What follows belongs to an exercise in optimizing a design on an open flow for small area, a short achievable clock period and few clock cycles per item; a production flow would make more cautious choices. The RTL was checked by simulation tests, not by an equivalence proof against the original design. Power is estimated from default activity; no workload was simulated.

===== design.v =====
module sorted_key_set_insert_remove #(
  parameter int unsigned TABLE_DEPTH = 64,
  parameter int unsigned KEY_WIDTH   = 32
) (
  input  logic                 clk_i,
  input  logic                 rst_ni,
  input  logic                 s_axis_tvalid,
  output logic                 s_axis_tready,
  input  logic [39:0]          s_axis_tdata,
  input  logic [1:0]           s_axis_tuser,
  output logic                 m_axis_tvalid,
  input  logic                 m_axis_tready,
  output logic [47:0]          m_axis_tdata
);
  localparam int unsigned D  = TABLE_DEPTH;
  localparam int unsigned KW = KEY_WIDTH;
  localparam int unsigned CW = $clog2(D + 1);
  localparam int unsigned AW = $clog2(D);
  localparam int unsigned NG = 8;            
  localparam int unsigned OD = 4;            
  localparam int unsigned RW = 44;           
  localparam logic [1:0] OP_ADD    = 2'd0;
  localparam logic [1:0] OP_REMOVE = 2'd1;
  localparam logic [1:0] OP_READ   = 2'd2;
  logic          ph_q;
  logic          rv_q;
  logic [1:0]    rop_q;
  logic [KW-1:0] kp_q;
  logic [7:0]    ridx_q;
  logic          uv_q;
  logic [1:0]    uop_q;
  logic [KW-1:0] ukp_q;
  logic [7:0]    uidx_q;
  logic [D-1:0]  ult_q;
  logic [NG-1:0] upres_q;
  logic          ultk_q, ueqk_q;
  logic [D-1:0]  ursel_q;
  logic [D-1:0]  pss_q, psk_q;
  logic          pins_q, prem_q;
  logic [KW-1:0] tab_q [D];
  logic [D-1:0]  vld_q, vld_d;
  logic [AW-1:0] head_q, head_d;
  logic [D-1:0]  head1h_q, head1h_d;
  logic [CW-1:0] cnt_q, cnt_d;
  logic [RW-1:0] ob_q [OD];
  logic [OD-1:0] obv_q;
  logic          srdy_q;
  logic s_fire;
  assign s_fire = s_axis_tvalid && srdy_q;
  function automatic logic [1:0] cmp(input logic [KW-1:0] a, input logic [KW-1:0] k);
    logic [KW-1:0] g, p;
    g = a & ~k;
    p = ~(a ^ k);
    for (int w = 1; w < KW; w = 2 * w) begin
      for (int j = 0; j + w < KW; j = j + 2 * w) begin
        g[j] = g[j+w] | (p[j+w] & g[j]);
        p[j] = p[j+w] & p[j];
      end
    end
    cmp = {g[0], p[0]};
  endfunction
  function automatic logic less(input logic [1:0] c, input logic ph);
    less = ph ? c[1] : !(c[1] || c[0]);
  endfunction
  logic [D-1:0] lt_c, eq_c;
  for (genvar s = 0; s < D; s++) begin : g_cmp
    logic [1:0] c;
    assign c       = cmp(tab_q[s], kp_q);
    assign lt_c[s] = vld_q[s] && less(c, ph_q);
    assign eq_c[s] = vld_q[s] && c[0];
  end
  logic [1:0] ck;
  assign ck = cmp(ukp_q, kp_q);
  logic [D-1:0] lt;
  for (genvar s = 0; s < D; s++) begin : g_lt
    localparam int P = (s + D - 1) % D;
    assign lt[s] = vld_q[s] && (pss_q[s] ? ult_q[P] : psk_q[s] ? ultk_q : ult_q[s]);
  end
  logic present, full, is_add, is_rem, is_read, ins, rem, rd_ok;
  assign present = (pins_q && ueqk_q) || ((|upres_q) && !(prem_q && ueqk_q));
  assign full    = cnt_q[CW-1];
  assign is_add  = (uop_q == OP_ADD);
  assign is_rem  = (uop_q == OP_REMOVE);
  assign is_read = (uop_q == OP_READ);
  assign ins     = uv_q && is_add && !present && !full;
  assign rem     = uv_q && is_rem && present;
  assign rd_ok   = is_read && ({1'b0, uidx_q} < 9'(cnt_q));
  logic [D-1:0] ss, sk, sh;
  for (genvar s = 0; s < D; s++) begin : g_next
    localparam int P = (s + D - 1) % D;
    assign ss[s] = (ins && vld_q[P] && !lt[P]) || (rem && lt[P]);
    assign sk[s] = ins && !lt[s] && (lt[P] || head1h_q[s]);
    assign sh[s] = !(ss[s] || sk[s]);
    always_ff @(posedge clk_i) begin
      tab_q[s] <= ~(({KW{ss[s]}} & tab_q[P]) | ({KW{sk[s]}} & ukp_q) | ({KW{sh[s]}} & tab_q[s]));
    end
  end
  logic [D-1:0] tail1h;
  for (genvar s = 0; s < D; s++) begin : g_tail
    assign tail1h[s] = !vld_q[s] && (vld_q[(s + D - 1) % D] || head1h_q[s]);
  end
  assign vld_d    = ins ? (vld_q | tail1h) : rem ? (vld_q & ~head1h_q) : vld_q;
  assign cnt_d    = ins ? cnt_q + 1'b1 : rem ? cnt_q - 1'b1 : cnt_q;
  assign head_d   = rem ? head_q + 1'b1 : head_q;
  assign head1h_d = rem ? {head1h_q[D-2:0], head1h_q[D-1]} : head1h_q;
  logic [AW-1:0] rd_slot;
  logic [D-1:0]  rsel0, rsel_c;
  assign rd_slot = head_q + ridx_q[AW-1:0];
  for (genvar s = 0; s < D; s++) begin : g_rsel
    assign rsel0[s] = (rd_slot == AW'(s));
  end
  assign rsel_c = rem ? {rsel0[D-2:0], rsel0[D-1]} : rsel0;
  logic [KW-1:0] rd_key;
  always_comb begin
    rd_key = '0;
    for (int s = 0; s < D; s++) begin
      rd_key = rd_key | ({KW{ursel_q[s]}} & tab_q[s]);
    end
    rd_key = rd_ok ? (rd_key ^ {KW{ph_q}}) : '0;
  end
  logic [RW-1:0] result;
  assign result = {rd_ok, rd_key, 9'(cnt_d), is_add && !present && full, ins || rem};
  logic          pop;
  logic [OD-1:0] obv_p, obv_d;
  assign pop   = obv_q[0] && m_axis_tready;
  assign obv_p = pop ? (obv_q >> 1) : obv_q;
  assign obv_d = uv_q ? {obv_p[OD-2:0], 1'b1} : obv_p;
  logic [RW-1:0] ob_d [OD];
  for (genvar i = 0; i < OD; i++) begin : g_ob
    logic [RW-1:0] kept;
    logic          wr;
    if (i == OD - 1) begin : g_last
      assign kept = ob_q[i];
    end else begin : g_mid
      assign kept = pop ? ob_q[i+1] : ob_q[i];
    end
    if (i == 0) begin : g_first
      assign wr = uv_q && !obv_p[0];
    end else begin : g_rest
      assign wr = uv_q && !obv_p[i] && obv_p[i-1];
    end
    assign ob_d[i] = wr ? result : kept;
  end
  logic [2:0] inflight;
  assign inflight = 3'(s_fire) + 3'(rv_q) + 3'(obv_d[0]) + 3'(obv_d[1]) + 3'(obv_d[2]) +
                    3'(obv_d[3]);
  always_ff @(posedge clk_i or negedge rst_ni) begin
    if (!rst_ni) begin
      ph_q     <= 1'b0;
      rv_q     <= 1'b0;
      uv_q     <= 1'b0;
      pins_q   <= 1'b0;
      prem_q   <= 1'b0;
      obv_q    <= '0;
      srdy_q   <= 1'b0;
      vld_q    <= '0;
      head_q   <= '0;
      head1h_q <= D'(1);
      cnt_q    <= '0;
    end else begin
      ph_q     <= !ph_q;
      rv_q     <= s_fire;
      uv_q     <= rv_q;
      pins_q   <= ins;
      prem_q   <= rem;
      obv_q    <= obv_d;
      srdy_q   <= inflight <= 3'd3;
      vld_q    <= vld_d;
      head_q   <= head_d;
      head1h_q <= head1h_d;
      cnt_q    <= cnt_d;
    end
  end
  always_ff @(posedge clk_i) begin
    rop_q   <= s_axis_tuser;
    ridx_q  <= s_axis_tdata[39:32];
    kp_q    <= s_axis_tdata[KW-1:0] ^ {KW{!ph_q}};
    uop_q   <= rop_q;
    uidx_q  <= ridx_q;
    ukp_q   <= ~kp_q;
    ult_q   <= lt_c;
    for (int g = 0; g < NG; g++) upres_q[g] <= |eq_c[g*(D/NG) +: D/NG];
    ultk_q  <= less(ck, ph_q);
    ueqk_q  <= ck[0];
    ursel_q <= rsel_c;
    pss_q   <= ss;
    psk_q   <= sk;
    for (int i = 0; i < OD; i++) ob_q[i] <= ob_d[i];
  end
  assign s_axis_tready = srdy_q;
  assign m_axis_tvalid = obv_q[0];
  assign m_axis_tdata  = {4'd0, ob_q[0]};
endmodule

===== run.sh =====
#!/bin/bash
# synth_recipe.tcl (not shown) runs the flow's synth.tcl, then flattens the netlist and writes it again
# the make line also repeats each setting of config.mk as NAME=value (left out here)
make -C /OpenROAD-flow-scripts/flow DESIGN_CONFIG=/design/flow/config.mk WORK_HOME=/design/flow/orfs CLKGATE_MAP_FILE= SYNTH_SCRIPT=/design/flow/synth_recipe.tcl finish

===== config.mk =====
export PLATFORM = sky130hd
export DESIGN_NAME = sorted_key_set_insert_remove
export DESIGN_NICKNAME = sorted_key_set_insert_remove
export VERILOG_FILES = /design/flow/design.v
export SDC_FILE = /design/flow/constraint.sdc
export NUM_CORES = 4
export LEC_CHECK = 0
export CAP_MARGIN = 20
export CORE_MARGIN = 2
export CORE_UTILIZATION = 30
export PLACE_DENSITY = 0.42
export SETUP_SLACK_MARGIN = 4.6
export SLEW_MARGIN = 20
export SYNTH_MEMORY_MAX_BITS = 16384

===== constraint.sdc =====
create_clock -name core_clock -period 8.0 [get_ports {clk_i}]
set_input_delay 1.6000 -clock core_clock [delete_from_list [all_inputs] [get_ports {clk_i}]]
set_output_delay 1.6000 -clock core_clock [all_outputs]
set_load 0.01 [all_outputs]

==> flow_summary.json, run 1 <==
{
  "status": "complete, but fails checks",
  "so_faults": "max-slew violations",
  "path_depth": 8,
  "period_share": 0.493,
  "ff_latch_area_um2": 57200,
  "power.density_nw_per_um2": 191,
  "wl_per_cell_um": 61.1,
  "drtAntennaViolNets": 0,
  "critPathLaunchType": "flip-flop",
  "clockPowerShare": 0.466,
  "io_pins": 96,
  "firstDrtPassIters": 9,
  "seq_power_share": 0.392,
  "gp_congestion": 1.15,
  "num_rows": 265,
  "fin_crit_ns": 3.95,
  "drv_cap": 0,
  "drtIter0Drc": 31500,
  "ctsLongestPathBuffers": 4,
  "min_path_cells": 0,
  "clk_pin_slew_worst_paths_ns": 0.07,
  "core_area_um2": 521000,
  "cts_buffers": 355,
  "dp.final_hpwl_mm": 1090,
  "synth_edf_count": 168,
  "dp.cells": 23000,
  "crit_family": "compound AO/OA/AOI/OAI gates",
  "synth_fa_ha_area_frac": 0.168,
  "nets": 19100,
  "max-slew-margin-rel": -0.0254,
  "wl_mm": 1490,
  "vias": 179000,
  "p_sw_w": 0.0115,
  "cp.arrival_ns": 4.74,
  "fillers": 52500,
  "vias_per_cell": 7.33,
  "hold_violations": 0,
  "layout.cells.non_filler": 24400,
  "die_h_um": 727,
  "worstSkewPairLatency_ns": 1.10,
  "route.detailed.drc": 0,
  "synth_xor_area_frac": 0.00447,
  "crit_buf_inv": 3,
  "avgSynthCellArea_um2": 9.52,
  "switching_share": 0.311,
  "setup_violations": 0,
  "slowest_delay_ns": 1.21,
  "critPathSlowestCell": "a221oi_4",
  "syn-cell-area_um2": 157000,
  "hold_buffers": 0,
  "synthArstFlopShare": 0.0556,
  "post_synth_num_cell_types": 76,
  "seq_area_frac_synth": 0.362,
  "crit_chain": "buf_12 > buf_4 > a221oi_4 > nand4_1 > nor4_2 > buf_4 > xnor2_4 > o21ai_0",
  "syn2layout_area_growth_pct": 23.0,
  "rrSetupSlack_ns": 4.06,
  "h-tree-depth": 5,
  "ir_drop_uv": 175,
  "cts-root-buf": "clkbuf_16",
  "tightest_slew_ns": 1.54,
  "grt_pass1_vias": 151000,
  "port_buffers": 89,
  "end_kind": "flip-flop",
  "tns_ns": 0,
  "cts.sinks": 2717,
  "drive_above_1_share": 0.166,
  "p_leak_nw": 79.1,
  "multiInputGateArea_um2": 98800,
  "dieArea_um2": 529000,
  "grt-ovfl-total": 0,
  "synthMuxAreaShare": 0.00576,
  "rsz0062_at_grt": "yes",
  "synth_flop_cell": "dfxtp_1",
  "synth_area_leaders": "dfxtp_1, ha_1, a22o_1",
  "p_int_w": 0.0254,
  "final.setup_skew_ns": 0.0811,
  "p_comb_frac": 0.142,
  "drv_slew": 10,
  "start_util": 0.301,
  "antenna_found_initial": 331,
  "synth_top_family_by_area": "compound AO/OA/AOI/OAI gates",
  "path_class": "flip-flop to flip-flop",
  "crit_top_cell": "buf_4",
  "cp_data_required_time_ns": 8.79,
  "hp-class": "flip-flop to flip-flop",
  "grt_max_degree": 68,
  "yosysTopAreaCellShare": 0.306,
  "synth-compound-area-share": 0.324,
  "grt_pass1_wl_mm": 1810,
  "track_usage": 0.532,
  "syn_inst": 16500,
  "tritoncts": "yes",
  "r2r_cells": 8,
  "die_w_um": 727,
  "yosys.area.top_type": "dfxtp_1",
  "fmax_ghz": 0.253,
  "ys_ff_latch": 2717,
  "path_max_fanout": 10,
  "yosysWarnings": 4,
  "synth-simple-area-share": 0.0908
}
[path summary, 6_finish.rpt]
path	endpoint	from
max	ob_q[0][13]$_DFFE_PP_	ursel_q[26]$_DFF_P_
min	uop_q[1]$_DFF_P_	rop_q[1]$_DFF_P_
max reg2reg	ob_q[0][13]$_DFFE_PP_	ursel_q[26]$_DFF_P_
min reg2reg	uop_q[1]$_DFF_P_	rop_q[1]$_DFF_P_
max in group asynchronous	head1h_q[14]$_DFFE_PN0P_	rst_ni
min in group asynchronous	vld_q[60]$_DFFE_PN0P_	rst_ni
[cell usage in the layout, fill, tap and decap left out, types with 80 or more instances in the layout]
cell       Yosys  layout
a21o_1       174     173
nand4_1      551     552
diode_2        0     199
buf_6         77     127
dfrtp_1      150     146
nand2b_1     141     140
nor2_4         1      98
a221oi_4       0      82
buf_12         0     179
nand2_1      879     857
nor2_1       414     407
edfxtp_1     168     168
dfxtp_4        0      80
buf_4        131     749
o21ai_0      442     398
clkbuf_16      0     373
a211oi_1     196     186
inv_1        143     110
dfxtp_1     2398    2281
o21a_1        85      85
ha_1        2095    2085
a22o_1      2562    2512
a21oi_1     2796    2784
nand3_1      260     244
clkbuf_1     449      83
a221oi_2       0     119
a221oi_1     613     412
[cells by family (layout without fill, tap and decap cells)]
| family | after synthesis | after routing |
|---|---|---|
| buf+inv | 1397 | 2088 |
| compound gates | 7269 | 7275 |
| fa+ha+maj | 2099 | 2099 |
| mux | 82 | 82 |
| flops | 2717 | 2717 |
| other cells | 1 | 205 |
| xor+xnor | 80 | 80 |
| simple gates | 2826 | 2874 |
[metal layers]
| layer | vias to the layer above | track usage | part of all wire |
|---|---|---|---|
| li1 | 66500 | - | - |
| met2 | 16700 | 0.686 | 0.36 |
| met5 | - | 0.0199 | 0.0015 |
| met1 | 90800 | 0.627 | 0.37 |
| met3 | 4604 | 0.291 | 0.16 |
| met4 | 106 | 0.457 | 0.11 |
[power by group through the flow]
stage	logic, W	registers, W	clock network (W)
2_1_floorplan	0.00212	0.0146	0
3_3_place_gp	0.00446	0.0148	0
3_5_place_dp	0.00449	0.0148	0
4_1_cts	0.00483	0.0144	0.0170
5_1_grt	0.00537	0.0144	0.0175
6_report	0.00523	0.0144	0.0172
[cell type report]
class,instances,share of cell area
sequential,2717,0.296
multi-input combinational,12400,0.512
clock buffer,515,0.0535
clock inverter,129,0.00777
tap,6942,0.0450
timing repair buffer,1298,0.0779
inverter,146,0.00511
antenna,199,0.00258
[state kept, by name, indices dropped and copies added, names as in the netlist, 32 cells and up]
name and flops:
tab_q 2048, ob_q 168, head1h_q 64, psk_q 64
pss_q 64, ult_q 64, ursel_q 64, vld_q 64
kp_q 32, ukp_q 32
[per-stage QoR]
stage / worst slack, ns / utilization / hold WS [ns] / cell area [um2] / total power, W
CTS: 4.35 / 0.362 / 0.333 / 189000 / 0.0363
floorplan: 4.29 / - / 0.310 / 157000 / 0.0168
global route: 4.23 / 0.370 / 0.340 / 193000 / 0.0373
global placement: 2.69 / 0.323 / 0.312 / 168000 / 0.0192
finish: 4.06 / 0.371 / 0.329 / 193000 / 0.0369
detailed placement: 2.68 / 0.323 / 0.318 / 168000 / 0.0193
[what timing repair did]
action,in CTS,in global routing
buffers inserted,237,158
setup endpoints to repair,2632,829
gates cloned,72,17
pin swaps,169,135
resized for setup,985,399
[synthesized netlist by cell type, drive strengths merged (27+ instances only)]
master / n
a21oi: 2822
a22o: 2562
dfxtp: 2398
ha: 2095
nand2: 879
buf: 802
a221oi: 613
nand4: 551
nor2: 479
clkbuf: 449
o21ai: 447
nand3: 261
a211oi: 196
a21o: 174
edfxtp: 168
nor4: 165
dfrtp: 150
inv: 146
nand2b: 141
o211ai: 121
nor3: 90
o21a: 85
and3: 78
xnor2: 77
mux2: 66
a31o: 64
o31ai: 49
and4: 41
nor2b: 39
nand3b: 27
Testbench counts, summed over its fixed seeds: cycles 9,624, ops 9,600.
==> inputs of run 2 (changes only) <==
--- a/config.mk
+++ b/config.mk
@@ -6,9 +6,9 @@
 export NUM_CORES = 4
 export LEC_CHECK = 0
-export CAP_MARGIN = 20
+export CAP_MARGIN = 40
 export CORE_MARGIN = 2
 export CORE_UTILIZATION = 30
 export PLACE_DENSITY = 0.42
 export SETUP_SLACK_MARGIN = 4.6
-export SLEW_MARGIN = 20
+export SLEW_MARGIN = 40
 export SYNTH_MEMORY_MAX_BITS = 16384
==> run 2 against run 1 <==
  * Now clean on timing, DRC and antenna
  * Critical path depth is 1 higher
  * Sequential share of layout area is 0.46 points higher
  * Synthesized cell count stayed put
  * First-iteration DRC count is 0.95% higher
  * Via count is 1.3% lower
  * Sequential cell count stayed put
  * Register-to-register slack better by 0.08 ns
  * Fmax is 2.0% higher
  * Global-route usage is 1.4 points lower
  * Critical path type unchanged
  * Critical endpoint is now upres_q[4]$_DFF_P_
==> flow_summary.json, run 2 <==
{
  "synth_area_leaders": "dfxtp_1, ha_1, a22o_1",
  "critPathLaunchType": "flip-flop",
  "ys_ff_latch": 2717,
  "critPathSlowestCell": "nand4_1",
  "slowest_delay_ns": 0.82,
  "cp_data_required_time_ns": 8.58,
  "synthTopCellsByCount": "a21oi_1, a22o_1, dfxtp_1",
  "cts-root-buf": "clkbuf_16",
  "dieArea_um2": 529000,
  "syn-cell-area_um2": 157000,
  "final_cell_mix": "a21oi_1, a22o_1, dfxtp_1",
  "setup_violations": 0,
  "route.detailed.drc": 0,
  "synth_flop_cell": "dfxtp_1",
  "path_class": "flip-flop to flip-flop",
  "post-route-cell-area_um2": 190000,
  "drtAntennaViolNets": 0,
  "drv_slew": 0,
  "tns_ns": 0,
  "layout.cells.non_filler": 24300,
  "die_h_um": 727,
  "ctsLongestPathBuffers": 4,
  "yosysWarnings": 4,
  "synth_edf_count": 168,
  "regMostFlops": "tab_q",
  "seq_area_frac_synth": 0.362,
  "top_regs": "tab_q (2048), ob_q (168)",
  "syn_inst": 16500,
  "worstSkewPairLatency_ns": 1.11,
  "io_pins": 96,
  "core_area_um2": 521000,
  "status": "timing/DRC/antenna clean",
  "hp-class": "flip-flop to flip-flop",
  "grt_max_degree": 68,
  "grt-ovfl-total": 0,
  "preCtsSetupSlack_ns": 2.90,
  "hold_violations": 0,
  "path_max_fanout": 17,
  "vias_per_cell": 7.27,
  "port_buffers": 89,
  "drive_above_1_share": 0.160,
  "synthArstFlopShare": 0.0556,
  "nets": 19000,
  "hold_buffers": 0,
  "crit_chain": "bufinv_16 > buf_4 > ha_1 > nand4_1 > nor4_2 > buf_4 > and3_2 > a31oi_4 > nand4_1",
  "firstDrtPassIters": 9,
  "yosysTopAreaCellShare": 0.306,
  "cts_buffers": 354,
  "tritoncts": "yes",
  "grt_pass1_wl_mm": 1770,
  "largest_reg_flops": 2048,
  "syn2layout_area_growth_pct": 21.2,
  "grt_pass1_vias": 150000,
  "die_w_um": 727,
  "start_util": 0.301,
  "ir_drop_uv": 190,
  "drtIter0Drc": 31800,
  "dp.final_hpwl_mm": 1090,
  "dpl_cell_area_um2": 171000,
  "yosysMostFrequentCell": "a21oi_1",
  "power.density_nw_per_um2": 195,
  "final.setup_skew_ns": 0.0958,
  "wl_mm": 1450,
  "final_common_cell": "a21oi_1",
  "clk_pin_slew_worst_paths_ns": 0.06,
  "wl_per_cell_um": 59.7,
  "layout_setup_ws_ns": 4.13,
  "end_kind": "flip-flop",
  "tightest_slew_ns": 1.12,
  "antenna_found_initial": 326,
  "yosys.area.top_type": "dfxtp_1",
  "drv_cap": 0,
  "vias": 176000,
  "track_usage": 0.518,
  "fin_crit_ns": 3.87,
  "h-tree-depth": 5,
  "avgSynthCellArea_um2": 9.52,
  "dp.cells": 23100,
  "p_leak_nw": 77.9,
  "gp_congestion": 1.15,
  "fmax_ghz": 0.259,
  "post_synth_num_cell_types": 76,
  "rsz0062_at_grt": "yes",
  "max-slew-margin-rel": 0.251,
  "cp.arrival_ns": 4.45,
  "num_rows": 265,
  "period_share": 0.483,
  "cts.sinks": 2717
}
-- run 2: cell counts after synthesis --
Identical to the previous run, type by type.
-- run 2: repair_timing --
item | CTS | global route
gates cloned | 17 | 19
setup endpoints to repair | 2602 | 404
pin swaps | 88 | 85
setup buffers | 87 | 139
resized for setup | 558 | 287
endpoints found under the hold margin | 0 | 0
-- run 2: worst max-delay path, delay by kind of cell, from the launching register on --
| kind | cells | cell delay [ns] |
|---|---|---|
| buf+inv | 3 | 1.04 |
| fa+ha+maj | 1 | 0.32 |
| flops | 1 | 0.31 |
| simple gates | 4 | 1.34 |
| compound gates | 1 | 0.25 |
-- run 2: final timing paths --
kind	start	endpoint	slack [ns]	cells past startpoint
max reg2reg	kp_q[0]$_DFF_P_	upres_q[4]$_DFF_P_	4.13	9
max in group asynchronous	rst_ni	vld_q[12]$_DFFE_PN0P_	6.22	2
min in group asynchronous	rst_ni	vld_q[59]$_DFFE_PN0P_	0.47	1
min	rop_q[1]$_DFF_P_	uop_q[1]$_DFF_P_	0.33	0
max	kp_q[0]$_DFF_P_	upres_q[4]$_DFF_P_	4.13	9
min reg2reg	rop_q[1]$_DFF_P_	uop_q[1]$_DFF_P_	0.33	0
-- run 2: cell type report --
cell class,count,area (um2)
Inverter,146,985
Antenna cell,196,490
Tap cell,6942,8690
Fill cell,52700,331000
Clock inverter,141,1750
Timing Repair inverter,3,26.3
Clock buffer,511,10400
Sequential cell,2717,57200
Timing Repair Buffer,1233,13100
Multi-Input combinational cell,12400,97400
-- run 2: kinds of logic after synthesis --
family,after synthesis,synth area share
adder cells (fa/ha/maj),2099,0.168
other,1,0.0000239
flip-flops,2717,0.362
XOR/XNOR,80,0.00447
AND/OR/NAND/NOR,2826,0.0908
buffers and inverters,1397,0.0446
multiplexers,82,0.00576
AO/OA/AOI/OAI,7269,0.324
-- run 2: power breakdown --
group / switching (W) / internal (W)
Clock: 0.00755 / 0.0100
Sequential: 0.000265 / 0.0142
Combinational: 0.00360 / 0.00151
Total: 0.0114 / 0.0257
-- run 2: metal layers --
metal,vias up,track usage,part of all wire
met3,4081,0.268,0.15
met1,89900,0.628,0.38
met2,16100,0.670,0.36
met5,-,0.00907,0.0021
li1,66200,-,-
met4,102,0.423,0.10
-- run 2: metrics by stage --
stage | utilization | power [W] | hold WS [ns]
after floorplan | - | 0.0168 | 0.310
after global placement | 0.323 | 0.0192 | 0.312
after detailed placement | 0.328 | 0.0193 | 0.316
after CTS | 0.358 | 0.0366 | 0.330
after global routing | 0.364 | 0.0377 | 0.334
final | 0.365 | 0.0371 | 0.328

==> separate check: timing with driven ports <==
The flow's constraints put no driver on any port. The routed layouts listed below were extracted and timed again, unchanged, in two steps.
Step 1 assumes that a clkbuf_16 drives the clock port and a buf_2 every other input.
Step 2 adds t to the input delays and takes it off the output delays; t is the mean of the earliest and latest rising clock arrival at the registers after step 1. Input paths then give back, and output paths get back, about the clock's delay inside the block.
Slacks: ideal / step 1 / step 2; pairs: ideal / step 1.
run	t (ns)	slack for setup (ns)	hold slack, ns	worst setup path at the end	worst register clock-pin slew, ns
run 1	1.200	4.055 / 4.055 / 3.939	0.329 / 0.329 / 0.329	input to register	0.08 / 0.08
run 2	1.203	4.133 / 4.133 / 3.913	0.328 / 0.328 / 0.328	input to register	0.08 / 0.08
The setup slack of run 2, which loses most, moves by 0.000 ns with the drivers and by -0.220 ns with both steps.
